This is an optimization exercise on Yosys and OpenROAD, whose aim is small area, a short achievable clock period and few clock cycles per item, not a production implementation. In this exercise RTL edits were held to simulation tests only and were not proved equivalent to the original. No activity file was given, so power comes from the tool's default toggle rates.

== run X ==
Design softmax_normalizer, start of the top module:
module softmax_normalizer
#(
    parameter int unsigned N             = 32,
    parameter int unsigned IN_BIT_WIDTH  = 16,
    parameter int unsigned SUM_BIT_WIDTH = 32,
    parameter int unsigned RECIP_W       = 32,
    parameter int unsigned OUT_BIT_WIDTH = 16
) (
    input  logic                        i_clk,
    input  logic                        i_rst_n,
    input  logic                        i_vec_valid,
    output logic                        o_vec_ready,
    input  logic [IN_BIT_WIDTH*N-1:0]   i_data,
    input  logic                        i_sum_valid,
    input  logic [SUM_BIT_WIDTH-1:0]    i_sum,
    output logic                        o_valid,
    input  logic                        i_ready,
    output logic [OUT_BIT_WIDTH-1:0]    o_prob,
    output logic [$clog2(N)-1:0]        o_idx,
    output logic                        o_last,
    output logic                        o_busy,
    output logic                        o_recip_sat
);
    localparam int unsigned IDX_W = $clog2(N);
    logic [IN_BIT_WIDTH-1:0] xb_q [N];
    localparam int unsigned NG = 4;         
    localparam int unsigned GS = N / NG;
    logic [NG-1:0]           gfull_q;       
    logic                    full_q;        
    logic                    xb_new_q;      
    logic [GS-1:0]           rdl_q;         
    logic [NG-1:0]           rdg_q;         
    logic                    vready_q;      
    logic                    full_d, sk_v_d;
    logic                    accept;
  ...
==> flow/config.mk <==
export PLATFORM = sky130hd
export DESIGN_NAME = softmax_normalizer
export DESIGN_NICKNAME = softmax_normalizer
export VERILOG_FILES = /design/flow/design.v
export SDC_FILE = /design/flow/constraint.sdc
export NUM_CORES = 4
export LEC_CHECK = 0
export ABC_CLOCK_PERIOD_IN_PS = 3000
export CAP_MARGIN = 20
export CELL_PAD_IN_SITES_DETAIL_PLACEMENT = 1
export CORE_MARGIN = 2
export CORE_UTILIZATION = 40
export CTS_BUF_LIST = sky130_fd_sc_hd__clkbuf_16
export CTS_CLUSTER_DIAMETER = 80
export CTS_CLUSTER_SIZE = 20
export PLACE_DENSITY = 0.45
export SLEW_MARGIN = 20
==> flow/constraint.sdc <==
create_clock -name core_clock -period 11.0 [get_ports {i_clk}]
set_input_delay 2.2000 -clock core_clock [delete_from_list [all_inputs] [get_ports {i_clk}]]
set_output_delay 2.2000 -clock core_clock [all_outputs]
set_load 0.01 [all_outputs]
standard.sh (not shown) runs the stock make flow with config.mk's settings and CLKGATE_MAP_FILE= SYNTH_SCRIPT=/design/flow/synth_recipe.tcl, a recipe that flattens the netlist after the stock synthesis.
==> flow/flow/run.sh <==
#!/bin/bash
# The standard layout (the standard.sh, standard synthesis unchanged), with
#  - every input and output port buffered by the smallest buffer (buf_1)
#    instead of the tool's default pick; the resizer still upsizes any port
#    buffer that needs more drive;
#  - repair_timing asked for a setup margin of 7.5 ns, so that it keeps
#    sizing and buffering paths until they are 7.5 ns inside the 11 ns clock.
# The SDC (clock period, I/O delays, loads) is the standard flow's, unchanged.
set -euo pipefail
export BUFFER_PORTS_ARGS="-buffer_cell sky130_fd_sc_hd__buf_1"
export SETUP_SLACK_MARGIN=7.5
bash standard.sh > make.log 2>&1
Testbench counts of run X, summed over its fixed seeds: cycles 12,456, vectors 384.
--- input diff run X..run Y ---
diff --git a/flow/design.v b/flow/design.v
--- a/flow/design.v
+++ b/flow/design.v
@@ -116,17 +116,17 @@
     logic [IN_BIT_WIDTH-1:0] xb_q [N];
     localparam int unsigned NG = 4;         
     localparam int unsigned GS = N / NG;
     logic [NG-1:0]           gfull_q;       
     logic                    full_q;        
     logic                    xb_new_q;      
     logic [GS-1:0]           rdl_q;         
     logic [NG-1:0]           rdg_q;         
-    logic                    vready_q;      
+    logic                    vbusy_q;       
     logic                    full_d, sk_v_d;
     logic                    accept;
     logic [7:0]              xa1_q;         
     logic [6:0]              xa2_q, xa3_q;
     logic                    xa_v_q;
     logic                    xa_wait_q;     
     logic [28:0]             cs0_q, cs1_q;
     logic [5:0]              cs_ovf_q;      
@@ -155,18 +155,18 @@
     logic                    phi;
     logic [OUT_BIT_WIDTH-1:0] prob_n;
     logic                    offer_q;       
     logic                    pend_q;        
     logic                    sum_offer, sum_later, abort;
     logic                    div_start, div_free, div_ready;
     logic [RECIP_W-1:0]      div_recip;
     logic                    div_sat;
-    assign accept      = i_vec_valid & vready_q;
-    assign o_vec_ready = vready_q;
+    assign accept      = i_vec_valid & ~vbusy_q;
+    assign o_vec_ready = ~vbusy_q;
     assign sum_offer = i_vec_valid & i_sum_valid & ~offer_q;
     assign sum_later = pend_q & i_sum_valid;
     assign div_start = div_free & (sum_offer | sum_later);
     assign abort     = accept & offer_q & ~i_sum_valid;
     recip_divider #(
         .SUM_W   (SUM_BIT_WIDTH),
         .RECIP_W (RECIP_W)
     ) u_div (
@@ -269,33 +269,33 @@
             if (rdl_q[GS-1])
                 rdg_q <= {rdg_q[NG-2:0], rdg_q[NG-1]};
         end
     end
     always_ff @(posedge i_clk or negedge i_rst_n) begin
         if (!i_rst_n) begin
             full_q    <= 1'b0;
             gfull_q   <= '0;
-            vready_q  <= 1'b1;
+            vbusy_q   <= 1'b0;
             xb_new_q  <= 1'b0;
             xa_v_q    <= 1'b0;
             xa_wait_q <= 1'b0;
             r_next_q  <= 1'b0;
             cs_v_q    <= 1'b0;
             out_v_q   <= 1'b0;
             sk_v_q    <= 1'b0;
             idx_q     <= '0;
             last_q    <= 1'b0;
             nvec_q    <= '0;
             busy_q    <= 1'b0;
             offer_q   <= 1'b0;
             pend_q    <= 1'b0;
         end else begin
             full_q   <= full_d;
-            vready_q <= ~full_d & ~sk_v_d;
+            vbusy_q  <= full_d | sk_v_d;
             if (accept) begin
                 gfull_q  <= '1;
             end else if (rd_go) begin
                 for (int g = 0; g < int'(NG); g++)
                     if (rdg_q[g] && rdl_q[GS-1])
                         gfull_q[g] <= 1'b0;
             end
             if (accept)
## What came out
Run Y was carried through to the last stage, and its layout satisfied the timing, design-rule and antenna checks.
First-pass GRT wire length was lower in run X than in run Y.
On post-layout total power: between run Y and run X, it ends up lower for run X.
Comparing antenna diode instance count for run Y and run X, the bigger number came from run X.
Between run X and run Y, the sequential share of layout area figures differ only marginally.
In run Y the global-route usage turned out 0.60 points higher than in run X.
Run Y vs run X, shortest clock period the worst path allows after layout went down by 19 ps.
Detailed route, run Y vs run X: via total lower for run Y
The run with more routed wire is run Y, not run X.
Testbench counts of run Y, summed over its fixed seeds: cycles 12,456, vectors 384.

port drivers added, routing unchanged:
How much do the figures lean on ideal ports? The routed layouts below were timed once more, with nothing changed but the port constraints. Step 1, drivers: a clkbuf_16 drives i_clk and a buf_2 each remaining input, both assumed. Step 2 adds t to the input delays and takes it off the output delays; t is the mean of the earliest and latest rising clock arrival at the registers after step 1. Input paths then give back, and output paths get back, about the clock's delay inside the block. Three values: ideal, step 1, step 2; two values: the first two.
run | t (ns) | setup WS [ns] | hold slack, ns | cell pins on the clock port's net
run X | 0.724 | 7.459 / 7.390 / 7.331 | 0.430 / 0.430 / 0.430 | 1
run Y | 0.728 | 7.478 / 7.410 / 7.060 | 0.428 / 0.428 / 0.428 | 1
After both steps every run listed still meets setup and hold. For run Y, which loses most, drivers alone change the setup slack by -0.068 ns; drivers and shift together by -0.418 ns.
